What follows belongs to an exercise in optimizing a design on an open flow for small area, a short achievable clock period and few clock cycles per item; a production flow would make more cautious choices.
Only simulation tests tie the RTL to the original design; equivalence was not proved.
Power is estimated from default activity; no workload was simulated.

$ cat config.mk
export PLATFORM = sky130hd
export DESIGN_NAME = periodic_priority_dispatcher_top
export DESIGN_NICKNAME = periodic_priority_dispatcher_top
export VERILOG_FILES = /design/flow/design.v
export SDC_FILE = /design/flow/constraint.sdc
export NUM_CORES = 4
export LEC_CHECK = 0
export CAP_MARGIN = 20
export CORE_MARGIN = 2
export CORE_UTILIZATION = 40
export SLEW_MARGIN = 20
$ cat constraint.sdc
create_clock -name core_clock -period 6.0 [get_ports {clock}]
set_input_delay 1.2000 -clock core_clock [delete_from_list [all_inputs] [get_ports {clock}]]
set_output_delay 1.2000 -clock core_clock [all_outputs]
set_load 0.01 [all_outputs]
$ cat design.v
package ppd_pkg;
   localparam int TIME_W = 48;
   localparam int IV_W   = 16;
   localparam int PRIO_W = 8;
   localparam int TGT_W  = 2;
   localparam int SLOT_W = 4;
   localparam int STEP_W = $clog2(TIME_W);
   localparam logic KIND_LOAD = 1'b0;
   localparam logic KIND_TICK = 1'b1;
   localparam logic REPORT_DISPATCH = 1'b0;
   localparam logic REPORT_WAKE     = 1'b1;
   localparam logic [TGT_W-1:0] TARGET_NONE = 2'd2;
   typedef struct packed {
      logic              kind;
      logic [SLOT_W-1:0] slot;
      logic [IV_W-1:0]   interval_ms;
      logic [PRIO_W-1:0] priority_req;
      logic              periodic;
      logic [TGT_W-1:0]  target;
      logic [TIME_W-1:0] first_run;
   } req_type;
   typedef struct packed {
      logic              report_kind;
      logic [SLOT_W-1:0] due_slot;
      logic [TGT_W-1:0]  due_target;
      logic [TIME_W-1:0] new_next_run;
      logic              wake_valid;
      logic [TIME_W-1:0] sleep_ms;
      logic              last;
   } rsp_type;
   typedef struct packed {
      logic [TIME_W-1:0] next_run;
      logic [IV_W-1:0]   interval;
      logic [PRIO_W-1:0] prio;
      logic [TGT_W-1:0]  target;
   } entry_type;
   typedef enum logic [2:0] {
      ST_IDLE,
      ST_DUE,
      ST_PICK,
      ST_SERVE,
      ST_DIV,
      ST_EMIT,
      ST_WAKE,
      ST_WAKE_EMIT
   } state_type;
endpackage
import ppd_pkg::*;
module ppd_rem_div (
   input  logic                       clock,
   input  logic                       reset,
   input  logic                       start,
   input  logic [ppd_pkg::TIME_W-1:0] dividend,
   input  logic [ppd_pkg::IV_W-1:0]   divisor,
   output logic                       done,
   output logic [ppd_pkg::IV_W-1:0]   remainder
);
   logic                busy_ff, busy_in;
   logic                done_ff, done_in;
   logic [STEP_W-1:0]   cnt_ff, cnt_in;
   logic [TIME_W-1:0]   dvd_ff, dvd_in;
   logic [IV_W-1:0]     rem_ff, rem_in;
   logic [IV_W-1:0]     div_ff, div_in;
   logic [IV_W:0]       shifted;
   logic [IV_W:0]       diff;
   always_comb begin
      shifted = {rem_ff, dvd_ff[TIME_W-1]};
      diff    = shifted - {1'b0, div_ff};
      busy_in = busy_ff;
      done_in = 1'b0;
      cnt_in  = cnt_ff;
      dvd_in  = dvd_ff;
      rem_in  = rem_ff;
      div_in  = div_ff;
      if (start) begin
         busy_in = 1'b1;
         cnt_in  = '0;
         dvd_in  = dividend;
         rem_in  = '0;
         div_in  = divisor;
      end else if (busy_ff) begin
         rem_in = diff[IV_W] ? shifted[IV_W-1:0] : diff[IV_W-1:0];
         dvd_in = dvd_ff << 1;
         cnt_in = cnt_ff + 1'b1;
         if (cnt_ff == STEP_W'(TIME_W - 1)) begin
            busy_in = 1'b0;
            done_in = 1'b1;
         end
      end
   end
   always_ff @(posedge clock) begin
      if (reset) begin
         busy_ff <= 1'b0;
         done_ff <= 1'b0;
         cnt_ff  <= '0;
      end else begin
         busy_ff <= busy_in;
         done_ff <= done_in;
         cnt_ff  <= cnt_in;
      end
   end
   always_ff @(posedge clock) begin
      dvd_ff <= dvd_in;
      rem_ff <= rem_in;
      div_ff <= div_in;
   end
   assign done      = done_ff;
   assign remainder = rem_ff;
endmodule
import ppd_pkg::*;
module periodic_priority_dispatcher_top #(
   parameter int ENTRIES = 16
) (
   input  logic             clock,
   input  logic             reset,
   input  logic             req_valid,
   output logic             req_ready,
   input  logic [79:0]      req_data,
   output logic             rsp_valid,
   input  logic             rsp_ready,
   output logic [104:0]     rsp_data
);
   ppd_pkg::req_type            req_item;
   ppd_pkg::rsp_type            rsp_item;
   assign req_item      = req_data;
   assign rsp_data      = rsp_item;
   localparam int IDX_W = (ENTRIES > 1) ? $clog2(ENTRIES) : 1;
   localparam int CNT_W = $clog2(ENTRIES + 1);
   localparam logic [IDX_W-1:0] LAST_IDX = IDX_W'(ENTRIES - 1);
   localparam logic [CNT_W-1:0] CNT_END  = CNT_W'(ENTRIES);
   localparam int ENTRY_W = TIME_W + IV_W + PRIO_W + TGT_W;
   ppd_pkg::state_type          state_ff, state_in;
   logic [TIME_W-1:0]   now_ff, now_in;
   logic [ENTRIES-1:0]  periodic_ff, periodic_in;
   logic [ENTRIES-1:0]  due_ff, due_in;
   logic [ENTRY_W-1:0]  mem [0:ENTRIES-1];
   ppd_pkg::entry_type          rd_ff;
   logic                mem_we;
   logic [IDX_W-1:0]    mem_waddr;
   ppd_pkg::entry_type          mem_wdata;
   logic [IDX_W-1:0]    mem_raddr;
   logic [CNT_W-1:0]    scan_cnt_ff, scan_cnt_in;
   logic                rd_vld_ff, rd_vld_in;
   logic [IDX_W-1:0]    rd_idx_ff, rd_idx_in;
   logic                best_vld_ff, best_vld_in;
   logic [IDX_W-1:0]    best_idx_ff, best_idx_in;
   ppd_pkg::entry_type          best_ff, best_in;
   logic                any_ff, any_in;
   logic [TIME_W-1:0]   min_ff, min_in;
   logic                rsp_vld_ff, rsp_vld_in;
   ppd_pkg::rsp_type            rsp_ff, rsp_in;
   logic                div_start;
   logic                div_done;
   logic [IV_W-1:0]     div_rem;
   logic [IV_W-1:0]     best_iv;
   logic [IV_W-1:0]     step;
   logic [TIME_W-1:0]   new_next;
   logic [TIME_W:0]     wake_diff;
   logic [TIME_W-1:0]   sleep;
   logic                scan_end;
   logic                take_best;
   logic                take_min;
   logic                slot_ok;
   logic                out_free;
   ppd_rem_div u_rem_div (
      .clock     (clock),
      .reset     (reset),
      .start     (div_start),
      .dividend  (now_ff - best_ff.next_run),
      .divisor   (best_iv),
      .done      (div_done),
      .remainder (div_rem)
   );
   always_comb begin
      best_iv   = (best_ff.interval == '0) ? IV_W'(1) : best_ff.interval;
      step      = best_iv - div_rem;
      new_next  = now_ff + TIME_W'(step);
      wake_diff = {1'b0, min_ff} - {1'b0, now_ff};
      sleep     = TIME_W'(1);
      if (any_ff && !wake_diff[TIME_W] && wake_diff[TIME_W-1:0] > TIME_W'(1)) begin
         sleep = wake_diff[TIME_W-1:0];
      end
      scan_end  = rd_vld_ff && (rd_idx_ff == LAST_IDX);
      take_best = rd_vld_ff && due_ff[rd_idx_ff]
                  && (!best_vld_ff || rd_ff.prio > best_ff.prio);
      take_min  = rd_vld_ff && periodic_ff[rd_idx_ff]
                  && (!any_ff || rd_ff.next_run < min_ff);
      slot_ok   = (ENTRIES > 15) || (32'(req_item.slot) < ENTRIES);
      out_free  = !rsp_vld_ff || rsp_ready;
   end
   always_comb begin
      state_in    = state_ff;
      now_in      = now_ff;
      periodic_in = periodic_ff;
      due_in      = due_ff;
      scan_cnt_in = scan_cnt_ff;
      rd_vld_in   = 1'b0;
      rd_idx_in   = rd_idx_ff;
      best_vld_in = best_vld_ff;
      best_idx_in = best_idx_ff;
      best_in     = best_ff;
      any_in      = any_ff;
      min_in      = min_ff;
      rsp_vld_in  = rsp_vld_ff && !rsp_ready;
      rsp_in      = rsp_ff;
      mem_we      = 1'b0;
      mem_waddr   = best_idx_ff;
      mem_wdata   = best_ff;
      mem_raddr   = scan_cnt_ff[IDX_W-1:0];
      div_start   = 1'b0;
      req_ready   = 1'b0;
      if (state_ff == ST_DUE || state_ff == ST_PICK || state_ff == ST_WAKE) begin
         if (scan_cnt_ff != CNT_END) begin
            rd_vld_in   = 1'b1;
            rd_idx_in   = scan_cnt_ff[IDX_W-1:0];
            scan_cnt_in = scan_cnt_ff + 1'b1;
         end
      end
      case (state_ff)
         ST_IDLE: begin
            req_ready = 1'b1;
            if (req_valid) begin
               if (req_item.kind == KIND_TICK) begin
                  now_in      = now_ff + 1'b1;
                  scan_cnt_in = '0;
                  state_in    = ST_DUE;
               end else if (slot_ok) begin
                  mem_we             = 1'b1;
                  mem_waddr          = IDX_W'(req_item.slot);
                  mem_wdata.next_run = req_item.first_run;
                  mem_wdata.interval = req_item.interval_ms;
                  mem_wdata.prio     = req_item.priority_req;
                  mem_wdata.target   = req_item.target;
                  periodic_in[IDX_W'(req_item.slot)] = req_item.periodic;
               end
            end
         end
         ST_DUE: begin
            if (rd_vld_ff) begin
               due_in[rd_idx_ff] = periodic_ff[rd_idx_ff] && (now_ff >= rd_ff.next_run);
            end
            if (scan_end) begin
               scan_cnt_in = '0;
               best_vld_in = 1'b0;
               state_in    = ST_PICK;
            end
         end
         ST_PICK: begin
            if (take_best) begin
               best_vld_in = 1'b1;
               best_idx_in = rd_idx_ff;
               best_in     = rd_ff;
            end
            if (scan_end) begin
               scan_cnt_in = '0;
               if (take_best || best_vld_ff) begin
                  state_in = ST_SERVE;
               end else begin
                  any_in   = 1'b0;
                  state_in = ST_WAKE;
               end
            end
         end
         ST_SERVE: begin
            div_start = 1'b1;
            state_in  = ST_DIV;
         end
         ST_DIV: begin
            if (div_done) begin
               state_in = ST_EMIT;
            end
         end
         ST_EMIT: begin
            if (out_free) begin
               mem_we             = 1'b1;
               mem_wdata.next_run = new_next;
               due_in[best_idx_ff] = 1'b0;
               rsp_vld_in          = 1'b1;
               rsp_in.report_kind  = REPORT_DISPATCH;
               rsp_in.due_slot     = SLOT_W'(best_idx_ff);
               rsp_in.due_target   = (best_ff.target > TARGET_NONE) ? TARGET_NONE
                                                                    : best_ff.target;
               rsp_in.new_next_run = new_next;
               rsp_in.wake_valid   = 1'b0;
               rsp_in.sleep_ms     = '0;
               rsp_in.last         = 1'b0;
               best_vld_in         = 1'b0;
               scan_cnt_in         = '0;
               state_in            = ST_PICK;
            end
         end
         ST_WAKE: begin
            if (take_min) begin
               any_in = 1'b1;
               min_in = rd_ff.next_run;
            end
            if (scan_end) begin
               state_in = ST_WAKE_EMIT;
            end
         end
         ST_WAKE_EMIT: begin
            if (out_free) begin
               rsp_vld_in          = 1'b1;
               rsp_in.report_kind  = REPORT_WAKE;
               rsp_in.due_slot     = '0;
               rsp_in.due_target   = '0;
               rsp_in.new_next_run = '0;
               rsp_in.wake_valid   = any_ff;
               rsp_in.sleep_ms     = sleep;
               rsp_in.last         = 1'b1;
               state_in            = ST_IDLE;
            end
         end
         default: begin
            state_in = ST_IDLE;
         end
      endcase
   end
   always_ff @(posedge clock) begin
      if (reset) begin
         state_ff    <= ST_IDLE;
         now_ff      <= '0;
         periodic_ff <= '0;
         due_ff      <= '0;
         scan_cnt_ff <= '0;
         rd_vld_ff   <= 1'b0;
         best_vld_ff <= 1'b0;
         any_ff      <= 1'b0;
         rsp_vld_ff  <= 1'b0;
      end else begin
         state_ff    <= state_in;
         now_ff      <= now_in;
         periodic_ff <= periodic_in;
         due_ff      <= due_in;
         scan_cnt_ff <= scan_cnt_in;
         rd_vld_ff   <= rd_vld_in;
         best_vld_ff <= best_vld_in;
         any_ff      <= any_in;
         rsp_vld_ff  <= rsp_vld_in;
      end
   end
   always_ff @(posedge clock) begin
      rd_idx_ff   <= rd_idx_in;
      best_idx_ff <= best_idx_in;
      best_ff     <= best_in;
      min_ff      <= min_in;
      rsp_ff      <= rsp_in;
   end
   always_ff @(posedge clock) begin
      if (mem_we) begin
         mem[mem_waddr] <= mem_wdata;
      end
      rd_ff <= mem[mem_raddr];
   end
   assign rsp_valid = rsp_vld_ff;
   assign rsp_item  = rsp_ff;
endmodule
$ cat run.sh
#!/bin/bash
# synth_recipe.tcl (not shown) runs the flow's synth.tcl, then flattens the netlist and writes it again
# the make line also repeats each setting of config.mk as NAME=value (left out here)
make -C /OpenROAD-flow-scripts/flow DESIGN_CONFIG=/design/flow/config.mk WORK_HOME=/design/flow/orfs CLKGATE_MAP_FILE= SYNTH_SCRIPT=/design/flow/synth_recipe.tcl finish
==> impl_results.md <==
- Status: finished clean
- Crit Path Max Fanout: 16
- NumNets Final: 5,540
- Global-route wire length before repair: 302 mm
- Final Max Tran Viols: 0
- Via/cell ratio: 5.66
- Synth Area in Compound Gates: 7.05%
- Clock Skew: 36.3 ps
- Worst Path Required: 6540 ps
- Top cell by count, worst path: a21o_1
- Final setup fails: 0
- WHS Endpoint: best_ff[10]
- DR iter-0 viols: 4,547
- Num CTS Buffers: 171
- Hold Crit Class: reg -> reg
- Fin crit share: 95.6%
- Synth async-reset ratio: 0%
- Area grow syn2layout: 16.0%
- Reg clk slew, reported paths: 60 ps
- CTS root buffer: clkbuf_16
- Vias post-DR: 44,262
- Leading cell type in the layout, fill and taps excluded: edfxtp_1
- Max clock buf depth: 3
- Hold path cells: 0
- Rows: 158
- Drt drc: 0
- Wire per inst: 26.6 um
- Startpoint Class: register
- Num ports: 191
- Cell Count Post-Placement: 7,493
- Adder-Cell Fraction of Synth Area: 4.57%
- Initial antenna violation count: 8
- Initial DRT Pass Iterations: 6
- Routability-driven placement congestion ratio: 0.926
- Pwr Density: 290 nW/um2
- Final WL: 208 mm
- Slowest cell on the critical path: or3_1
- Worst path top cell family by delay: compound AO/OA/AOI/OAI gates
- Post-Layout Cell Count: 7,818
- Worst rel slew slack: 21.7%
- Worst vdd ir: 281 uV
- Die ar.: 190,000 um2
- Max Cap Viol: 0
- Skew-Pair Late Insertion Delay: 830 ps
- Pin count of the biggest net entering global routing: 121
- Initial core utilization: 40.2%
- Final ANT Viol Nets: 0
- Layout cells sized above 1: 17.2%
- Setup Slack @ Placement: -43.1 ps
- Number of global-route vias before repair: 43,586
- Worst Hold Launch: rd_ff[10]
- CP Cell Sequence: nor3_1 -> a41oi_2 -> ha_1 -> fa_1 -> o21ai_2 -> a21o_1 -> a21o_1 -> a21o_1 -> a21o_1 -> a21o_1 -> a41o_1 -> nor2_1 -> xnor2_1 -> ha_2 -> and3_1 -> a31oi_1 -> a211o_1 -> or3_1 -> nor2_1 -> xnor2_1 -> o21ai_0 -> buf_4
- Cell count after synthesis: 4,871
- TritonCTS clock tree: built
- Max Freq: 0.174 GHz
- Largest stage delay on the critical path: 590 ps
- Count of different cell masters after synthesis: 94
- Multiplexer share of the synthesized area: 12.1%
- RSZ-0062 raised after global routing: false
- Post-synthesis cell area: 74,500 um2
- Syn Nets: 5,224
- Final hold violations: 0
- Crit path buffers/inverters: 1
- Seq/Total Area, Yosys: 64.9%
- Least-Margin Pin Slew: 1170 ps
- Sink Count: 1,672
- H-tree depth: 4
- FF-to-FF setup slack: 260 ps
- IO Port Bufs: 190
- Critical path class: reg -> reg
- Core area: 185,000 um2
- Pleak: 0.0297 uW
- Dpl hpwl: 137 mm
- CP Data Arrival Time: 6280 ps
- Die extent in x: 436 um
- Total GRT Usage: 21.6%
- Gr ovfl total: 0
- Worst reg2reg endpoint: mem[6][69]
- Mean Syn Cell Area: 15.3 um2
- Worst Setup End Kind: register
- EDFF count, synth: 1,482
- FF-to-FF Start: best_ff[22]
- Commonest cells after routing, fill and taps aside: edfxtp_1 (1,482), mux4_2 (380), inv_1 (285)
- Yosys warns: 2
- Die Ht: 436 um
- Synth Area in XOR/XNOR: 2.38%
- Fill cells: 15,941
- CP Depth: 22
- Synthesized flop and latch total: 1,672
- Most used DFF post-synth: edfxtp_1
- Final WS setup: 262 ps
- R2r worst-path depth: 22
- Crit path time final: 5740 ps
- Main combinational cell family by area after synthesis: multiplexers
- Simple-gate share of the synthesized area: 6.41%
[metrics by stage]
step	cell area [um2]	hold WS, ps	utilization, %	setup TNS (ps)	total power (uW)
floorplan	74500	386	-	-93620	13900
global placement	80500	390	43.4	0	14400
detailed placement	80500	389	43.5	-697	14400
CTS	86300	404	46.6	0	25300
global route	86400	413	46.6	0	25800
finish	86400	402	46.6	0	25100
[metal layers]
metal | track usage [%] | up-vias | part of all wire (%)
li1 | - | 19564 | -
met1 | 29.1 | 22807 | 42
met2 | 35.5 | 1586 | 48
met3 | 3.00 | 305 | 5.9
met4 | 8.39 | 0 | 3.9
met5 | 0 | - | 0
[state kept, by name, summed over array words and instances (netlist names), 3 cells and up]
name / cells
best_ff: 74
rd_ff: 74
mem: 1184
best_idx_ff: 4
u_rem_div.cnt_ff: 6
u_rem_div.rem_ff: 16
rd_idx_ff: 4
due_ff: 16
periodic_ff: 16
state_ff: 3
u_rem_div.dvd_ff: 48
u_rem_div.div_ff: 16
scan_cnt_ff: 5
rsp_ff: 104
min_ff: 48
now_ff: 48
[cells in the mapped netlist, types with 19 or more instances]
cell | instances | share of area, %
a21oi_1 | 185 | 1.2
buf_1 | 31 | 0.16
edfxtp_1 | 1482 | 60
o21bai_1 | 22 | 0.22
a22oi_1 | 49 | 0.49
nand2b_1 | 45 | 0.38
o21ai_0 | 207 | 1.4
nand3_1 | 52 | 0.35
mux2i_1 | 21 | 0.28
xnor2_1 | 128 | 1.5
xor2_1 | 74 | 0.87
dfxtp_1 | 190 | 5.1
nor3_1 | 72 | 0.48
a221o_1 | 19 | 0.26
inv_1 | 286 | 1.4
buf_2 | 19 | 0.13
ha_1 | 264 | 4.4
mux4_2 | 380 | 11
nand4_1 | 73 | 0.61
or3_1 | 26 | 0.22
a31oi_1 | 34 | 0.29
nand2_1 | 246 | 1.2
clkbuf_1 | 164 | 0.83
nor2_1 | 297 | 1.5
nor4_1 | 19 | 0.16
a21o_1 | 96 | 0.97
o22ai_1 | 20 | 0.17
and3_1 | 41 | 0.34
nor2b_1 | 39 | 0.33
o21a_1 | 21 | 0.21
mux2_2 | 22 | 0.33
[worst max path at each step]
stage                           start          end  slack [ps]
after detailed placement  best_ff[12]  mem[15][53]         -40
final                     best_ff[22]   mem[6][69]         260
after floorplan             req_valid    mem[0][0]        -160
after global routing      best_ff[18]  mem[15][65]           8
after global placement    best_ff[23]  mem[10][72]           2
after CTS                 best_ff[12]  mem[11][72]          50
[timing repair]
action                                  4_1_cts  5_1_grt
gates resized for setup                       3       16
endpoints found under the hold margin         0        0
gates cloned                                  0        1
endpoints found under the setup margin       48      384
hold buffers                                  0        0
buffers inserted                              0        0
pin swaps                                     0        0
[area by class of cell]
type                    count  area [um2]  share of cell area (%)
flip-flops and latches   1672       48300                    55.9
inverters                 287        1080                    1.25
multi-input cells        2691       24500                    28.3
clock inverters            90        1080                    1.26
diodes                      2        5.00                 0.00579
clock buffers             232        4740                    5.49
repair buffers            364        3610                    4.18
well taps                2480        3100                    3.59
[worst register-to-register path, stage by stage (launching register included)]
cell and delay [ps]:
edfxtp_1 390, nor3_1 350, a41oi_2 210, ha_1 260, fa_1 430, o21ai_2 180, a21o_1 140, a21o_1 140
a21o_1 120, a21o_1 150, a21o_1 150, a41o_1 210, nor2_1 60, xnor2_1 140, ha_2 400, and3_1 170
a31oi_1 140, a211o_1 480, or3_1 600, nor2_1 170, xnor2_1 190, o21ai_0 140, buf_4 230
[power by group]
| group | switching [uW] | internal, uW | leakage, uW |
|---|---|---|---|
| Sequential | 102 | 12700 | 0.0151 |
| Clock | 4620 | 6300 | 0.00283 |
| Combinational | 742 | 593 | 0.0118 |
[cells by family (layout without fill, tap and decap cells)]
family | count (synthesis) | in the layout
muxes | 423 | 423
AOI/OAI and AO/OA | 811 | 811
buffers and inverters | 508 | 973
other | 0 | 2
adders and majority gates | 269 | 269
and+or+nand+nor | 986 | 986
xor gates and xnor gates | 202 | 202
DFF | 1672 | 1672
Testbench counts, summed over its fixed seeds: cycles 668,699, ticks 2,823.

==> what the ideal ports hide <==
The results above use ideal ports. As a check the final layout listed here was re-extracted and re-timed, cells and wires unchanged. Step 1 assumes that a clkbuf_16 drives the clock port and a buf_2 every other input. Step 2 times the ports against the registers' clock, not the clock port: input delays grow and output delays shrink by t, the midpoint of the rising clock arrivals with the driver on. Three values: no drivers, after step 1, after step 2; two values: the first two.
t, ns: 0.900
setup slack, ns: 0.262 / 0.262 / 0.262
clock arrival spread, ns: 0.036 / 0.036
worst register clock-pin slew, ns: 0.07 / 0.07
After both steps this run still meets setup and hold. The setup slack of this run moves by 0.000 ns with the drivers and by 0.000 ns with both steps.
